Background: an optimization exercise with open tools, aiming at small area, a short achievable clock period and few clock cycles per item. Do not read the settings as production practice.
The RTL was checked by simulation tests, not by an equivalence proof against the original design.

==> inputs of run Y <==
==> flow/design.v (excerpt) <==
module ir_volts_to_distance_loglog_core (
    input  logic        clk,
    input  logic        rst_n,
    input  logic        cfg_we,
    input  logic        cfg_index,
    input  logic [15:0] cfg_data,
    input  logic        sample_valid,
    output logic        sample_ready,
    input  logic [15:0] voltage,
    output logic        result_valid,
    input  logic        result_ready,
    output logic [14:0] distance,
    output logic [1:0]  range_status
);
==> flow/config.mk <==
export PLATFORM = sky130hd
export DESIGN_NAME = ir_volts_to_distance_loglog_core
export DESIGN_NICKNAME = ir_volts_to_distance_loglog_core
export VERILOG_FILES = /design/flow/design.v
export SDC_FILE = /design/flow/constraint.sdc
export NUM_CORES = 4
export LEC_CHECK = 0
export CAP_MARGIN = 20
export CORE_MARGIN = 2
export CORE_UTILIZATION = 40
export SLEW_MARGIN = 20
==> flow/constraint.sdc <==
create_clock -name core_clock -period 7.0 [get_ports {clk}]
set_input_delay 1.4000 -clock core_clock [delete_from_list [all_inputs] [get_ports {clk}]]
set_output_delay 1.4000 -clock core_clock [all_outputs]
set_load 0.01 [all_outputs]
run.sh (not shown) runs the stock make flow with config.mk's settings and CLKGATE_MAP_FILE= SYNTH_SCRIPT=/design/flow/synth_recipe.tcl, a recipe that flattens the netlist after the stock synthesis.
==> inputs of run D, as changes to run Y <==
--- a/flow/design.v
+++ b/flow/design.v
@@ -125,76 +125,75 @@
     always_ff @(posedge clk)
     begin
         if (!adv && !skid_vld_reg)
             skid_v_reg <= voltage;
     end
     assign sample_ready = !skid_vld_reg;
     assign result_valid = vld_reg[NS];
-    logic [1:0] st_next;
+    logic [1:0]  st_next;
+    logic [2:0]  seg_next;
+    logic [14:0] f_next;
     always_comb
     begin
         if (v_in <= far_thr_reg)
             st_next = ivdll_pkg::ST_FAR;
         else if (v_in >= near_thr_reg)
             st_next = ivdll_pkg::ST_NEAR;
         else if (v_in > ivdll_pkg::AV0)
             st_next = ivdll_pkg::ST_NEAR;
         else if (v_in < ivdll_pkg::AV5)
             st_next = ivdll_pkg::ST_FAR;
         else
             st_next = ivdll_pkg::ST_INTERP;
+        if (v_in >= ivdll_pkg::AV1)
+            seg_next = 3'd0;
+        else if (v_in >= ivdll_pkg::AV2)
+            seg_next = 3'd1;
+        else if (v_in >= ivdll_pkg::AV3)
+            seg_next = 3'd2;
+        else if (v_in >= ivdll_pkg::AV4)
+            seg_next = 3'd3;
+        else
+            seg_next = 3'd4;
+        if (v_in[15])
+            f_next = v_in[14:0];
+        else if (v_in[14])
+            f_next = {v_in[13:0], 1'b0};
+        else if (v_in[13])
+            f_next = {v_in[12:0], 2'b0};
+        else
+            f_next = {v_in[11:0], 3'b0};
     end
-    logic [15:0] s1_v_reg;
+    logic [2:0]  s1_seg_reg;
+    logic [14:0] s1_f_reg;
     logic [1:0]  s1_st_reg;
     always_ff @(posedge clk)
     begin
         if (adv)
         begin
-            s1_v_reg  <= v_in;
-            s1_st_reg <= st_next;
+            s1_seg_reg <= seg_next;
+            s1_f_reg   <= f_next;
+            s1_st_reg  <= st_next;
         end
     end
-    logic [2:0]  seg_next;
-    logic [14:0] f_next;
     logic [26:0] ltab;
-    always_comb
-    begin
-        if (s1_v_reg >= ivdll_pkg::AV1)
-            seg_next = 3'd0;
-        else if (s1_v_reg >= ivdll_pkg::AV2)
-            seg_next = 3'd1;
-        else if (s1_v_reg >= ivdll_pkg::AV3)
-            seg_next = 3'd2;
-        else if (s1_v_reg >= ivdll_pkg::AV4)
-            seg_next = 3'd3;
-        else
-            seg_next = 3'd4;
-        if (s1_v_reg[15])
-            f_next = s1_v_reg[14:0];
-        else if (s1_v_reg[14])
-            f_next = {s1_v_reg[13:0], 1'b0};
-        else if (s1_v_reg[13])
-            f_next = {s1_v_reg[12:0], 2'b0};
-        else
-            f_next = {s1_v_reg[11:0], 3'b0};
-    end
-    assign ltab = ivdll_pkg::LOG_TAB[f_next[14:9]*27 +: 27];
+    assign ltab = ivdll_pkg::LOG_TAB[s1_f_reg[14:9]*27 +: 27];
     logic [2:0]  s2_seg_reg;
     logic [15:0] s2_base_reg;
     logic [10:0] s2_diff_reg;
     logic [8:0]  s2_r_reg;
     logic [1:0]  s2_st_reg;
     always_ff @(posedge clk)
     begin
         if (adv)
         begin
-            s2_seg_reg  <= seg_next;
+            s2_seg_reg  <= s1_seg_reg;
             s2_base_reg <= ltab[26:11];
             s2_diff_reg <= ltab[10:0];
-            s2_r_reg    <= f_next[8:0];
+            s2_r_reg    <= s1_f_reg[8:0];
             s2_st_reg   <= s1_st_reg;
         end
     end
     logic [24:0] kc;
     always_comb
     begin
         case (s2_seg_reg)
@@ -277,34 +276,32 @@
     assign la_l4c0 = {la_l4m0[23:0], 1'b0};
     logic [24:0] la_l5s0;
     logic [24:0] la_l5c0;
     logic [24:0] la_l5m0;
     assign la_l5s0 = la_l4s0 ^ la_l4c0 ^ la_l3c1;
     assign la_l5m0 = (la_l4s0 & la_l4c0) | (la_l4s0 & la_l3c1) | (la_l4c0 & la_l3c1);
     assign la_l5c0 = {la_l5m0[23:0], 1'b0};
-    logic [9:0] la_lo;
-    assign la_lo = {1'b0, la_l5s0[8:0]} + {1'b0, la_l5c0[8:0]};
     logic [2:0]  s3_seg_reg;
-    logic [15:0] s3_s_reg;
-    logic [15:0] s3_c_reg;
-    logic        s3_ci_reg;
+    logic [24:0] s3_s_reg;
+    logic [24:0] s3_c_reg;
     logic [1:0]  s3_st_reg;
     always_ff @(posedge clk)
     begin
         if (adv)
         begin
             s3_seg_reg <= s2_seg_reg;
-            s3_s_reg   <= la_l5s0[24:9];
-            s3_c_reg   <= la_l5c0[24:9];
-            s3_ci_reg  <= la_lo[9];
+            s3_s_reg   <= la_l5s0;
+            s3_c_reg   <= la_l5c0;
             s3_st_reg  <= s2_st_reg;
         end
     end
+    logic [24:0] dl_sum;
     logic [15:0] dl_next;
-    assign dl_next = s3_s_reg + s3_c_reg + 16'(s3_ci_reg);
+    assign dl_sum  = s3_s_reg + s3_c_reg;
+    assign dl_next = dl_sum[24:9];
     logic [2:0]  s4_seg_reg;
     logic        s4_sg0_reg;
     logic        s4_sg1_reg;
     logic        s4_sg01_reg;
     logic [15:0] s4_dl_reg;
     logic [1:0]  s4_st_reg;
     always_ff @(posedge clk)
@@ -495,89 +492,96 @@
     assign le_l4c0 = {le_l4m0[24:0], 1'b0};
     logic [25:0] le_l5s0;
     logic [25:0] le_l5c0;
     logic [25:0] le_l5m0;
     assign le_l5s0 = le_l4s0 ^ le_l4c0 ^ le_l3c1;
     assign le_l5m0 = (le_l4s0 & le_l4c0) | (le_l4s0 & le_l3c1) | (le_l4c0 & le_l3c1);
     assign le_l5c0 = {le_l5m0[24:0], 1'b0};
-    logic [10:0] le_lo;
-    assign le_lo = {1'b0, le_l5s0[9:0]} + {1'b0, le_l5c0[9:0]};
     logic [4:0]  s8_k_reg;
     logic        s8_far_reg;
     logic        s8_near_reg;
     logic        s8_ip_reg;
-    logic [15:0] s8_s_reg;
-    logic [15:0] s8_c_reg;
-    logic        s8_ci_reg;
+    logic [25:0] s8_s_reg;
+    logic [25:0] s8_c_reg;
     logic [1:0]  s8_st_reg;
     always_ff @(posedge clk)
     begin
         if (adv)
         begin
             s8_k_reg    <= 5'(1) << s7_seg_reg;
             s8_far_reg  <= (s7_st_reg == ivdll_pkg::ST_FAR);
             s8_near_reg <= (s7_st_reg == ivdll_pkg::ST_NEAR);
             s8_ip_reg   <= s7_ip_reg && (s7_st_reg == ivdll_pkg::ST_INTERP);
-            s8_s_reg    <= le_l5s0[25:10];
-            s8_c_reg    <= le_l5c0[25:10];
-            s8_ci_reg   <= le_lo[10];
+            s8_s_reg    <= le_l5s0;
+            s8_c_reg    <= le_l5c0;
             s8_st_reg   <= s7_st_reg;
         end
     end
-    logic [15:0] exm_next;
-    assign exm_next = s8_s_reg + s8_c_reg + 16'(s8_ci_reg);
-    logic [4:0]  s9_k_reg;
-    logic        s9_far_reg;
-    logic        s9_near_reg;
-    logic        s9_ip_reg;
-    logic [15:0] s9_exm_reg;
+    logic [25:0] exm_sum;
+    logic [15:0] exm;
+    logic [4:0]  k;
+    logic [16:0] ex;
+    logic [22:0] ex23;
+    logic [22:0] op_a_next;
+    logic [22:0] op_b_next;
+    logic        neg_next;
+    assign exm_sum = s8_s_reg + s8_c_reg;
+    always_comb
+    begin
+        if (s8_far_reg)
+        begin
+            k   = 5'b10000;
+            exm = 16'd10922;
+        end
+        else if (s8_near_reg)
+        begin
+            k   = 5'b00001;
+            exm = 16'd0;
+        end
+        else if (s8_ip_reg)
+        begin
+            k   = 5'b00001;
+            exm = 16'd32768;
+        end
+        else
+        begin
+            k   = s8_k_reg;
+            exm = exm_sum[25:10];
+        end
+    end
+    assign ex   = {exm[15], !exm[15], exm[14:0]};
+    assign ex23 = 23'(ex);
+    assign op_a_next = ({23{k[0]}} & (ex23 << 2))
+                     | ({23{k[1]}} & (ex23 << 3))
+                     | ({23{k[2] | k[3]}} & (ex23 << 4))
+                     | ({23{k[4]}} & (ex23 << 5));
+    assign op_b_next = ({23{k[0]}} & ex23)
+                     | ({23{k[1]}} & (ex23 << 1))
+                     | ({23{k[2]}} & ~ex23)
+                     | ({23{k[3]}} & (ex23 << 2))
+                     | ({23{k[4]}} & ~(ex23 << 1));
+    assign neg_next  = k[2] || k[4];
+    logic [22:0] s9_op_a_reg;
+    logic [22:0] s9_op_b_reg;
+    logic        s9_neg_reg;
     logic [1:0]  s9_st_reg;
     always_ff @(posedge clk)
     begin
         if (adv)
         begin
-            s9_k_reg    <= s8_k_reg;
-            s9_far_reg  <= s8_far_reg;
-            s9_near_reg <= s8_near_reg;
-            s9_ip_reg   <= s8_ip_reg;
-            s9_exm_reg  <= exm_next;
+            s9_op_a_reg <= op_a_next;
+            s9_op_b_reg <= op_b_next;
+            s9_neg_reg  <= neg_next;
             s9_st_reg   <= s8_st_reg;
         end
     end
-    logic [16:0] ex;
-    logic [22:0] ex23;
-    logic [22:0] op_a;
-    logic [22:0] op_b;
-    logic        neg;
     logic [22:0] m_sum;
     logic [14:0] dist_next;
-    assign ex   = {s9_exm_reg[15], !s9_exm_reg[15], s9_exm_reg[14:0]};
-    assign ex23 = 23'(ex);
-    assign op_a = ({23{s9_k_reg[0]}} & (ex23 << 2))
-                | ({23{s9_k_reg[1]}} & (ex23 << 3))
-                | ({23{s9_k_reg[2] | s9_k_reg[3]}} & (ex23 << 4))
-                | ({23{s9_k_reg[4]}} & (ex23 << 5));
-    assign op_b = ({23{s9_k_reg[0]}} & ex23)
-                | ({23{s9_k_reg[1]}} & (ex23 << 1))
-                | ({23{s9_k_reg[2]}} & ~ex23)
-                | ({23{s9_k_reg[3]}} & (ex23 << 2))
-                | ({23{s9_k_reg[4]}} & ~(ex23 << 1));
-    assign neg  = s9_k_reg[2] || s9_k_reg[4];
-    assign m_sum = op_a + op_b + {17'd0, 1'b1, 4'd0, neg};
-    always_comb
-    begin
-        if (s9_far_reg)
-            dist_next = ivdll_pkg::DIST_MAX;
-        else if (s9_near_reg)
-            dist_next = ivdll_pkg::DIST_MIN;
-        else if (s9_ip_reg)
-            dist_next = 15'd5120;
-        else
-            dist_next = m_sum[20:6];
-    end
+    assign m_sum     = s9_op_a_reg + s9_op_b_reg + {17'd0, 1'b1, 4'd0, s9_neg_reg};
+    assign dist_next = m_sum[20:6];
     logic [14:0] dist_reg;
     logic [1:0]  st_out_reg;
     always_ff @(posedge clk)
     begin
         if (adv)
         begin
             dist_reg   <= dist_next;
==> flow/flow/run.sh (new file) <==
#!/bin/bash
# The standard layout (the standard.sh: ORFS from synthesis to the final
# layout, unchanged synthesis), with two placement/CTS options changed:
# ports are buffered with buf_2 cells, and CTS inserts no dummy loads.
set -euo pipefail
bash standard.sh \
    'BUFFER_PORTS_ARGS=-buffer_cell sky130_fd_sc_hd__buf_2' \
    'CTS_ARGS=-sink_clustering_enable -repair_clock_nets -dont_use_dummy_load' \
    finish > standard_flow.log 2>&1
==> flow/standard.sh (new file) <==
#!/bin/bash
# synth_recipe.tcl (not shown) runs the flow's synth.tcl, then flattens the netlist and writes it again
# the make line also repeats each setting of config.mk as NAME=value (left out here)
make -C /OpenROAD-flow-scripts/flow DESIGN_CONFIG=/design/flow/config.mk WORK_HOME=/design/flow/orfs CLKGATE_MAP_FILE= SYNTH_SCRIPT=/design/flow/synth_recipe.tcl "${@:-finish}"
removed: flow/run.sh
==> inputs of run A, as changes to run Y <==
--- a/flow/design.v
+++ b/flow/design.v
@@ -125,76 +125,75 @@
     always_ff @(posedge clk)
     begin
         if (!adv && !skid_vld_reg)
             skid_v_reg <= voltage;
     end
     assign sample_ready = !skid_vld_reg;
     assign result_valid = vld_reg[NS];
-    logic [1:0] st_next;
+    logic [1:0]  st_next;
+    logic [2:0]  seg_next;
+    logic [14:0] f_next;
     always_comb
     begin
         if (v_in <= far_thr_reg)
             st_next = ivdll_pkg::ST_FAR;
         else if (v_in >= near_thr_reg)
             st_next = ivdll_pkg::ST_NEAR;
         else if (v_in > ivdll_pkg::AV0)
             st_next = ivdll_pkg::ST_NEAR;
         else if (v_in < ivdll_pkg::AV5)
             st_next = ivdll_pkg::ST_FAR;
         else
             st_next = ivdll_pkg::ST_INTERP;
+        if (v_in >= ivdll_pkg::AV1)
+            seg_next = 3'd0;
+        else if (v_in >= ivdll_pkg::AV2)
+            seg_next = 3'd1;
+        else if (v_in >= ivdll_pkg::AV3)
+            seg_next = 3'd2;
+        else if (v_in >= ivdll_pkg::AV4)
+            seg_next = 3'd3;
+        else
+            seg_next = 3'd4;
+        if (v_in[15])
+            f_next = v_in[14:0];
+        else if (v_in[14])
+            f_next = {v_in[13:0], 1'b0};
+        else if (v_in[13])
+            f_next = {v_in[12:0], 2'b0};
+        else
+            f_next = {v_in[11:0], 3'b0};
     end
-    logic [15:0] s1_v_reg;
+    logic [2:0]  s1_seg_reg;
+    logic [14:0] s1_f_reg;
     logic [1:0]  s1_st_reg;
     always_ff @(posedge clk)
     begin
         if (adv)
         begin
-            s1_v_reg  <= v_in;
-            s1_st_reg <= st_next;
+            s1_seg_reg <= seg_next;
+            s1_f_reg   <= f_next;
+            s1_st_reg  <= st_next;
         end
     end
-    logic [2:0]  seg_next;
-    logic [14:0] f_next;
     logic [26:0] ltab;
-    always_comb
-    begin
-        if (s1_v_reg >= ivdll_pkg::AV1)
-            seg_next = 3'd0;
-        else if (s1_v_reg >= ivdll_pkg::AV2)
-            seg_next = 3'd1;
-        else if (s1_v_reg >= ivdll_pkg::AV3)
-            seg_next = 3'd2;
-        else if (s1_v_reg >= ivdll_pkg::AV4)
-            seg_next = 3'd3;
-        else
-            seg_next = 3'd4;
-        if (s1_v_reg[15])
-            f_next = s1_v_reg[14:0];
-        else if (s1_v_reg[14])
-            f_next = {s1_v_reg[13:0], 1'b0};
-        else if (s1_v_reg[13])
-            f_next = {s1_v_reg[12:0], 2'b0};
-        else
-            f_next = {s1_v_reg[11:0], 3'b0};
-    end
-    assign ltab = ivdll_pkg::LOG_TAB[f_next[14:9]*27 +: 27];
+    assign ltab = ivdll_pkg::LOG_TAB[s1_f_reg[14:9]*27 +: 27];
     logic [2:0]  s2_seg_reg;
     logic [15:0] s2_base_reg;
     logic [10:0] s2_diff_reg;
     logic [8:0]  s2_r_reg;
     logic [1:0]  s2_st_reg;
     always_ff @(posedge clk)
     begin
         if (adv)
         begin
-            s2_seg_reg  <= seg_next;
+            s2_seg_reg  <= s1_seg_reg;
             s2_base_reg <= ltab[26:11];
             s2_diff_reg <= ltab[10:0];
-            s2_r_reg    <= f_next[8:0];
+            s2_r_reg    <= s1_f_reg[8:0];
             s2_st_reg   <= s1_st_reg;
         end
     end
     logic [24:0] kc;
     always_comb
     begin
         case (s2_seg_reg)
@@ -522,29 +521,41 @@
             s8_ci_reg   <= le_lo[10];
             s8_st_reg   <= s7_st_reg;
         end
     end
     logic [15:0] exm_next;
     assign exm_next = s8_s_reg + s8_c_reg + 16'(s8_ci_reg);
     logic [4:0]  s9_k_reg;
-    logic        s9_far_reg;
-    logic        s9_near_reg;
-    logic        s9_ip_reg;
     logic [15:0] s9_exm_reg;
     logic [1:0]  s9_st_reg;
     always_ff @(posedge clk)
     begin
         if (adv)
         begin
-            s9_k_reg    <= s8_k_reg;
-            s9_far_reg  <= s8_far_reg;
-            s9_near_reg <= s8_near_reg;
-            s9_ip_reg   <= s8_ip_reg;
-            s9_exm_reg  <= exm_next;
-            s9_st_reg   <= s8_st_reg;
+            if (s8_far_reg)
+            begin
+                s9_k_reg   <= 5'b10000;
+                s9_exm_reg <= 16'd10922;
+            end
+            else if (s8_near_reg)
+            begin
+                s9_k_reg   <= 5'b00001;
+                s9_exm_reg <= 16'd0;
+            end
+            else if (s8_ip_reg)
+            begin
+                s9_k_reg   <= 5'b00001;
+                s9_exm_reg <= 16'd32768;
+            end
+            else
+            begin
+                s9_k_reg   <= s8_k_reg;
+                s9_exm_reg <= exm_next;
+            end
+            s9_st_reg <= s8_st_reg;
         end
     end
     logic [16:0] ex;
     logic [22:0] ex23;
     logic [22:0] op_a;
     logic [22:0] op_b;
     logic        neg;
@@ -559,25 +570,15 @@
     assign op_b = ({23{s9_k_reg[0]}} & ex23)
                 | ({23{s9_k_reg[1]}} & (ex23 << 1))
                 | ({23{s9_k_reg[2]}} & ~ex23)
                 | ({23{s9_k_reg[3]}} & (ex23 << 2))
                 | ({23{s9_k_reg[4]}} & ~(ex23 << 1));
     assign neg  = s9_k_reg[2] || s9_k_reg[4];
     assign m_sum = op_a + op_b + {17'd0, 1'b1, 4'd0, neg};
-    always_comb
-    begin
-        if (s9_far_reg)
-            dist_next = ivdll_pkg::DIST_MAX;
-        else if (s9_near_reg)
-            dist_next = ivdll_pkg::DIST_MIN;
-        else if (s9_ip_reg)
-            dist_next = 15'd5120;
-        else
-            dist_next = m_sum[20:6];
-    end
+    assign dist_next = m_sum[20:6];
     logic [14:0] dist_reg;
     logic [1:0]  st_out_reg;
     always_ff @(posedge clk)
     begin
         if (adv)
         begin
             dist_reg   <= dist_next;
==> run notes <==
Run D produced a clean layout. Run A produced a clean layout. Run Y ran to the end with no violations.
Against run Y, the synthesized cell count of run D is lower by about 0.6%.
Of run D and run Y, run D has the higher critical path depth (gap 4).
Worst setup slack, lowest first: run Y, run A, run D.
Utilization, highest first: run Y, run A, run D.
Sequential cell count, lowest first: run A, run Y, run D.
Wire length, lowest first: run A, run D, run Y.
Final area: run A < run Y < run D.
Of run Y and run D, run D has the higher clock skew (gap 25 ps).
==> figures <==
	run Y	run A	run D
Outcome	no timing/DRC/antenna violations	no timing/DRC/antenna violations	no timing/DRC/antenna violations
Number of nets produced by synthesis	3421	3360	3404
Layout-stage area growth over the synthesis result	9.378%	9.522%	7.794%
Synthesized netlist cell count	2889	2826	2872
Transition at the pin with the smallest max-transition slack	1006 ps	1008 ps	1116 ps
Slack of the worst reg-to-reg path	2550 ps	2760 ps	3010 ps
Wire length of the first global-routing pass	116100 um	108200 um	112800 um
Synth async-reset ratio	11.88%	11.91%	10.83%
Fin worst setup slack	2550 ps	2761 ps	3006 ps
Detail Placement HPWL	52040 um	49120 um	51440 um
Multi-input combinational cell count	2015	1948	1989
Fraction of area in clock buffers and inverters	4.466%	4.200%	3.615%
Proportion of layout cells with a drive suffix above 1	5.801%	5.622%	7.095%
Placement-stage cell area	0.03096 mm2	0.03062 mm2	0.03135 mm2
XOR/XNOR Fraction of Synth Area	1.714%	1.260%	1.654%
Worst EP required	7290 ps	7320 ps	7310 ps
Setup slack at placement	2694 ps	2605 ps	2785 ps
Number of distinct library cell variants in the gate-level netlist after synthesis	91	80	84
Testbench counts of run Y, summed over its fixed seeds: cycles 16,080, items 16,000.
Testbench counts of run D, summed over its fixed seeds: cycles 16,080, items 16,000.
Testbench counts of run A, summed over its fixed seeds: cycles 16,080, items 16,000.

==> static timing again, ports no longer ideal <==
The flow's constraints put no driver on any port. The routed layouts listed below were extracted and timed again, unchanged, in two steps.
Step 1: set_driving_cell puts a clkbuf_16 on clk and a buf_2 on each other input, an assumption about the parent block.
Step 2 adds t to the input delays and takes it off the output delays; t is the mean of the earliest and latest rising clock arrival at the registers after step 1. Input paths then give back, and output paths get back, about the clock's delay inside the block.
a / b / c = ideal / step 1 / step 2; a / b = the first two.
run	shift t [ns]	setup slack, ns	hold WS [ns]	worst slew at a driven data input, ns	cell pins on the clock port's net
run Y	0.639	2.550 / 2.550 / 2.550	0.409 / 0.409 / 0.409	0.04	1
run D	0.608	3.006 / 3.006 / 2.816	0.411 / 0.411 / 0.411	0.06	1
run A	0.620	2.761 / 2.761 / 2.579	0.414 / 0.414 / 0.414	0.06	1
After both steps every run listed still meets setup and hold. For run D, which loses most, drivers alone change the setup slack by 0.000 ns; drivers and shift together by -0.190 ns.
